Context: an optimization exercise on an open-source flow, tuned for small area. The choices shown serve that exercise and are no tape-out recipe.
The RTL was checked by simulation tests, not by an equivalence proof against the original design.
Power and IR drop assume default switching activity.

P:
// cpu_reg_bank
module cpu_reg_bank
#(
    parameter int unsigned NUM_CH    = 4,
    parameter int unsigned DATA_W    = 32,
    parameter int unsigned ADDR_W    = 9,
    parameter int unsigned CH_BASE   = 20,
    parameter int unsigned CH_STRIDE = 16,
    parameter int unsigned PULSE_LEN = 4
) (
    input  logic                   clk,
    input  logic                   pRST,
    input  logic                   cpu_wr_n,
    input  logic                   cpu_rd_n,
    input  logic [ADDR_W-1:0]      cpu_addr,
    input  logic [DATA_W/8-1:0]    cpu_be,
    input  logic [DATA_W-1:0]      cpu_wdata,
    output logic [DATA_W-1:0]      cpu_rdata,
    output logic                   cpu_rvalid,
    output logic [NUM_CH-1:0]      ch_enable,
    output logic [NUM_CH-1:0]      ch_start,
    output logic [NUM_CH-1:0]      ch_stop,
    output logic [NUM_CH-1:0]      ch_clrfifo,
    output logic [16*NUM_CH-1:0]   ch_framelen,
    output logic [16*NUM_CH-1:0]   ch_blanklen,
    output logic [32*NUM_CH-1:0]   ch_totalnum,
    output logic [32*NUM_CH-1:0]   ch_cutnum,
    output logic [NUM_CH-1:0]      ch_commit,
    output logic                   error
);
Size: about 2300 cells after synthesis, ~830 flip-flops, ~490 I/O pins, roughly 0.030 sq mm of cells after synthesis.
Settings: LEC_CHECK=0, CAP_MARGIN=20, CORE_MARGIN=2, CORE_UTILIZATION=65, SLEW_MARGIN=20, SYNTH_HIERARCHICAL=1, SYNTH_MINIMUM_KEEP_SIZE=0; clock period 5.0 ns.
standard.sh (not shown) runs the stock make flow with config.mk's settings and CLKGATE_MAP_FILE= SYNTH_SCRIPT=/design/flow/synth_recipe.tcl, a recipe that flattens the netlist after the stock synthesis.
==> flow/flow/run.sh <==
#!/bin/bash
# The standard layout, with two changes made through ORFS's own knobs:
#  - the port buffers that global placement inserts are buf_1 cells
#    (every input and output port still gets its own buffer);
#  - clock tree synthesis uses small clock buffers and no dummy loads.
set -euo pipefail
export BUFFER_PORTS_ARGS="-buffer_cell sky130_fd_sc_hd__buf_1"
export CTS_ARGS="-sink_clustering_enable -repair_clock_nets -dont_use_dummy_load -buf_list {sky130_fd_sc_hd__clkbuf_4 sky130_fd_sc_hd__clkbuf_8}"
bash standard.sh > standard.log 2>&1
P did not stop at any stage, and its layout met the timing, design-rule and antenna checks.
Input-level comparison between Q and P:
--- a/flow/flow/run.sh
+++ b/flow/flow/run.sh
@@ -8 +8 @@
-export CTS_ARGS="-sink_clustering_enable -repair_clock_nets -dont_use_dummy_load -buf_list {sky130_fd_sc_hd__clkbuf_4 sky130_fd_sc_hd__clkbuf_8}"
+export CTS_ARGS="-sink_clustering_enable -repair_clock_nets -dont_use_dummy_load -sink_clustering_size 18 -sink_clustering_max_diameter 50 -buf_list {sky130_fd_sc_hd__clkbuf_8}"
Results
Lower global-route usage among Q and P: Q
Against P, Q comes in 2.8 points lower on final-layout clock-cell area share.
Relative to P, area growth from synthesis to final layout decreased by 3.3 points in Q.
Q ends up with a minimum setup slack among reg-to-reg paths that is 0.04 ns higher than in P.
Q — final cell count 71 lower, P as reference
When the final numbers for Q and P were put side by side, the final area turned out to be greater in P.
A uppermost metal layer occupied by signal nets of met4 is what Q shows, while met5 belongs to P.
Final critical-path share of the clock period sits lower in Q than in P.
Est. power | Q vs P | Q lower
Changes observed in Q relative to P: met2 usage moved down, diode insertion count for antenna repair grew by 2, worst hold slack moved up.
The following lists how R was set up differently from Q:
==> flow/run.sh (new file) <==
#!/bin/bash
# synth_recipe.tcl (not shown) runs the flow's synth.tcl, then flattens the netlist and writes it again
# the make line also repeats each setting of config.mk as NAME=value (left out here)
make -C /OpenROAD-flow-scripts/flow DESIGN_CONFIG=/design/flow/config.mk WORK_HOME=/design/flow/orfs CLKGATE_MAP_FILE= SYNTH_SCRIPT=/design/flow/synth_recipe.tcl finish
--- a/flow/config.mk
+++ b/flow/config.mk
@@ -10,0 +11 @@
+export CTS_BUF_LIST = sky130_fd_sc_hd__clkbuf_4 sky130_fd_sc_hd__clkbuf_8
removed: flow/flow/run.sh
removed: flow/standard.sh
Results
Design area of R exceeds that of Q by more than 10%. Compared R vs Q, and hold slack is up in R. Between R and Q, it is R whose final worst-path setup slack is lower, by 0.19 ns.
--- input diff R..S ---
==> flow/flow/run.sh (new file) <==
#!/bin/bash
# The standard layout, with two changes made through ORFS's own knobs:
#  - the port buffers that global placement inserts are buf_1 cells
#    (every input and output port still gets its own buffer);
#  - clock tree synthesis uses small clock buffers and no dummy loads.
set -euo pipefail
export BUFFER_PORTS_ARGS="-buffer_cell sky130_fd_sc_hd__buf_1"
export CTS_ARGS="-sink_clustering_enable -repair_clock_nets -dont_use_dummy_load -sink_clustering_size 14 -sink_clustering_max_diameter 50 -buf_list {sky130_fd_sc_hd__clkbuf_8}"
bash standard.sh > standard.log 2>&1
==> flow/standard.sh (new file) <==
#!/bin/bash
# synth_recipe.tcl (not shown) runs the flow's synth.tcl, then flattens the netlist and writes it again
# the make line also repeats each setting of config.mk as NAME=value (left out here)
make -C /OpenROAD-flow-scripts/flow DESIGN_CONFIG=/design/flow/config.mk WORK_HOME=/design/flow/orfs CLKGATE_MAP_FILE= SYNTH_SCRIPT=/design/flow/synth_recipe.tcl "${@:-finish}"
--- a/flow/config.mk
+++ b/flow/config.mk
@@ -8 +8 @@
-export CAP_MARGIN = 20
+export CAP_MARGIN = 0
@@ -11,2 +11 @@
-export CTS_BUF_LIST = sky130_fd_sc_hd__clkbuf_4 sky130_fd_sc_hd__clkbuf_8
-export SLEW_MARGIN = 20
+export SLEW_MARGIN = 0
removed: flow/run.sh
[summary]
The post-detailed-route via-to-cell ratio of S is lower than that of R. Initial antenna violation count delta for S relative to R: 1 lower. The internal power consumption of S is lower than that of R. Slowest stage cell on the critical path: sky130_fd_sc_hd__nor2_2 -> S, sky130_fd_sc_hd__dfxtp_2 -> R. Diff R -> S: final cell count without fillers -175, combinational fraction of design power +0.3 points, met2 routed wirelength -5.7 mm. S against R: wire length on met1 shows an increase of about 0.34%, maximum frequency shows an increase of about 3.3%, CTS buffer count shows a reduction of about 40%, net count of the finished layout shows a reduction of 64. Worst setup slack before clock tree synthesis was lower in the run labelled R.

---

cpu_reg_bank again, from the RTL that the note above started with.
Settings: LEC_CHECK=0, CAP_MARGIN=20, CORE_MARGIN=2, CORE_UTILIZATION=65, SLEW_MARGIN=20, SYNTH_HIERARCHICAL=1, SYNTH_MINIMUM_KEEP_SIZE=0; clock period 5.0 ns.
==> flow/flow/run.sh <==
#!/bin/bash
# The standard layout, with two changes made through ORFS's own knobs:
#  - the port buffers that global placement inserts are buf_1 cells
#    (every input and output port still gets its own buffer);
#  - clock tree synthesis uses small clock buffers and no dummy loads.
set -euo pipefail
export BUFFER_PORTS_ARGS="-buffer_cell sky130_fd_sc_hd__buf_1"
export CTS_ARGS="-sink_clustering_enable -repair_clock_nets -dont_use_dummy_load -sink_clustering_size 20 -sink_clustering_max_diameter 60 -buf_list {sky130_fd_sc_hd__clkbuf_16}"
bash standard.sh > standard.log 2>&1
Rerun with:
--- a/flow/flow/run.sh
+++ b/flow/flow/run.sh
@@ -8 +8 @@
-export CTS_ARGS="-sink_clustering_enable -repair_clock_nets -dont_use_dummy_load -sink_clustering_size 20 -sink_clustering_max_diameter 60 -buf_list {sky130_fd_sc_hd__clkbuf_16}"
+export CTS_ARGS="-sink_clustering_enable -repair_clock_nets -dont_use_dummy_load -sink_clustering_size 14 -sink_clustering_max_diameter 50 -buf_list {sky130_fd_sc_hd__clkbuf_8}"
=>
- via count is about the same
- worst hold slack loses 0.064 ns
- non-clock buffer count is unchanged
Rerun with:
--- a/flow/flow/run.sh
+++ b/flow/flow/run.sh
@@ -8 +8 @@
-export CTS_ARGS="-sink_clustering_enable -repair_clock_nets -dont_use_dummy_load -sink_clustering_size 14 -sink_clustering_max_diameter 50 -buf_list {sky130_fd_sc_hd__clkbuf_8}"
+export CTS_ARGS="-sink_clustering_enable -repair_clock_nets -dont_use_dummy_load -sink_clustering_size 9 -sink_clustering_max_diameter 35 -buf_list {sky130_fd_sc_hd__clkbuf_4}"
=> The changed run completed without violations. Wire length climbs by 0.35%. Worst setup slack is worse by 0.054 ns. Via count climbs by 2.1%. Global-route usage climbs by 0.42 points. Power is about the same. Non-clock buffer count climbs by 1. Die area does not change. Clock-buffer cell count climbs by 59. Maximum frequency drops by 1.1%. Register-to-register slack is worse by 0.06 ns. Critical path depth does not change.

---

garnet:
Another version of the RTL of cpu_reg_bank (not shown whole).
Size: roughly 2,100 cells after synthesis, roughly 830 flip-flops, ~490 I/O pins, about 29,000 um2 of cells after synthesis.
export LEC_CHECK = 0
export CAP_MARGIN = 20
export CORE_MARGIN = 2
export CORE_UTILIZATION = 75
export SLEW_MARGIN = 20
export SYNTH_HIERARCHICAL = 1
export SYNTH_MINIMUM_KEEP_SIZE = 0
create_clock -name core_clock -period 5.0 [get_ports {clk}]
==> flow/flow/run.sh <==
#!/bin/bash
# The standard layout, with two changes made through ORFS's own knobs:
#  - the port buffers that global placement inserts are buf_1 cells
#    (every input and output port still gets its own buffer);
#  - clock tree synthesis uses small clock buffers and no dummy loads.
set -euo pipefail
export BUFFER_PORTS_ARGS="-buffer_cell sky130_fd_sc_hd__buf_1"
export CTS_ARGS="-sink_clustering_enable -repair_clock_nets -dont_use_dummy_load -sink_clustering_size 14 -sink_clustering_max_diameter 50 -buf_list {sky130_fd_sc_hd__clkbuf_8}"
bash standard.sh > standard.log 2>&1
## Diff of input files: lagoon against garnet
Settings: CTS_CLUSTER_DIAMETER now 50, previously not set; CTS_BUF_LIST now sky130_fd_sc_hd__clkbuf_8, previously not set; CTS_CLUSTER_SIZE now 14, previously not set; CORE_UTILIZATION now 65, was 75.
==> flow/run.sh (new file) <==
#!/bin/bash
# synth_recipe.tcl (not shown) runs the flow's synth.tcl, then flattens the netlist and writes it again
# the make line also repeats each setting of config.mk as NAME=value (left out here)
make -C /OpenROAD-flow-scripts/flow DESIGN_CONFIG=/design/flow/config.mk WORK_HOME=/design/flow/orfs CLKGATE_MAP_FILE= SYNTH_SCRIPT=/design/flow/synth_recipe.tcl finish
removed: flow/flow/run.sh
removed: flow/standard.sh
--- outcome ---
The flow did not stop early for lagoon: all stages ran, and the layout cleared the timing, design-rule and antenna checks. Between garnet and lagoon, the difference in proportion of power drawn by combinational gates is negligible. Comparing garnet with lagoon, the post-layout net count came out essentially unchanged. lagoon vs garnet, cell count after placement went up by about 2.5%. [compare] base=garnet new=lagoon: count of clock-buffer cells in the layout rose about 1.4%, area growth from synthesis to layout increased 12 points, total routed wirelength +0.96%. Cell leakage power ends up higher on lagoon. Changes observed in lagoon relative to garnet: placed wire-length estimate after detailed placement rose by about 3.5%, total power of the final layout rose by 3.4%, area used by multi-input combinational logic stayed essentially flat, critical path depth fell by 1.
--- input diff lagoon..ember ---
Settings: CTS_BUF_LIST removed (was sky130_fd_sc_hd__clkbuf_8); CTS_CLUSTER_DIAMETER removed (was 50); CTS_CLUSTER_SIZE removed (was 14).
==> flow/flow/run.sh (new file) <==
#!/bin/bash
# The standard layout, with two changes made through ORFS's own knobs:
#  - the port buffers that global placement inserts are buf_1 cells
#    (every input and output port still gets its own buffer);
#  - clock tree synthesis uses small clock buffers and no dummy loads.
set -euo pipefail
export BUFFER_PORTS_ARGS="-buffer_cell sky130_fd_sc_hd__buf_1"
export CTS_ARGS="-sink_clustering_enable -repair_clock_nets -dont_use_dummy_load -sink_clustering_size 14 -sink_clustering_max_diameter 50 -buf_list {sky130_fd_sc_hd__clkbuf_8}"
bash standard.sh > standard.log 2>&1
==> flow/standard.sh (new file) <==
#!/bin/bash
# synth_recipe.tcl (not shown) runs the flow's synth.tcl, then flattens the netlist and writes it again
# the make line also repeats each setting of config.mk as NAME=value (left out here)
make -C /OpenROAD-flow-scripts/flow DESIGN_CONFIG=/design/flow/config.mk WORK_HOME=/design/flow/orfs CLKGATE_MAP_FILE= SYNTH_SCRIPT=/design/flow/synth_recipe.tcl "${@:-finish}"
removed: flow/run.sh
Via count on ember is down relative to lagoon. Per the comparison of ember with lagoon, actual transition at the worst max-transition pin increased by 0.067 ns relative to the old numbers, maximum vdd drop increased about 5%, flip-flop and latch share of the layout cell area up 5.3 points.
Setup changes, ember to indigo
--- a/flow/flow/run.sh
+++ b/flow/flow/run.sh
@@ -8 +8 @@
-export CTS_ARGS="-sink_clustering_enable -repair_clock_nets -dont_use_dummy_load -sink_clustering_size 14 -sink_clustering_max_diameter 50 -buf_list {sky130_fd_sc_hd__clkbuf_8}"
+export CTS_ARGS="-sink_clustering_enable -repair_clock_nets -dont_use_dummy_load -sink_clustering_size 16 -sink_clustering_max_diameter 45 -buf_list {sky130_fd_sc_hd__clkbuf_8}"
For total via count in the routed design, indigo and ember come out practically identical.
Diff ember -> indigo: clock power share increased 0.4 points; total non-filler cell area in the finished layout essentially unchanged; area fraction of clock buffers and clock inverters did not really move; share of cells above drive strength 1 level.
On standby leakage power, indigo tracks ember almost exactly.
Going from ember to indigo, met2 demand-to-capacity share in global routing roughly the same, share of cell area taken by flip-flops and latches was more or less identical, relative contribution of combinational cells to total power held, number of buffers created by CTS rose by about 4.3%.
Total power on indigo is up relative to ember.

==> what the ideal ports hide <==
Ports are ideal in the flow. The routed layouts listed here were re-timed in OpenROAD. Step 1 (the two cells are an assumption about what drives the block):
set clk [get_ports {clk}]
set_driving_cell -lib_cell sky130_fd_sc_hd__clkbuf_16 $clk
set_driving_cell -lib_cell sky130_fd_sc_hd__buf_2 [delete_from_list [all_inputs] $clk]
Step 2 adds t to the input delays and takes it off the output delays; t is the mean of the earliest and latest rising clock arrival at the registers after step 1. Input paths then give back, and output paths get back, about the clock's delay inside the block. a / b / c = ideal / step 1 / step 2; a / b = the first two.
run | t (ns) | slack for setup (ns) | pins driven straight from the clock port
P | 0.820 | 0.238 / 0.178 / 0.997 | 1
Q | 0.764 | 0.251 / 0.192 / 0.956 | 1
R | 0.801 | 0.064 / 0.006 / 0.733 | 1
S | 0.722 | 0.223 / 0.165 / 0.887 | 1
the first run of note 2 | 0.677 | 0.337 / 0.271 / 0.949 | 1
the second run of note 2 | 0.722 | 0.279 / 0.220 / 0.941 | 1
the third run of note 2 | 1.038 | 0.225 / 0.166 / 1.127 | 1
garnet | 0.684 | 0.369 / 0.315 / 1.000 | 1
lagoon | 0.708 | 0.225 / 0.165 / 0.711 | 1
ember | 0.699 | 0.502 / 0.445 / 1.131 | 1
indigo | 0.690 | 0.490 / 0.433 / 1.075 | 1
After both steps every run listed still meets setup and hold.
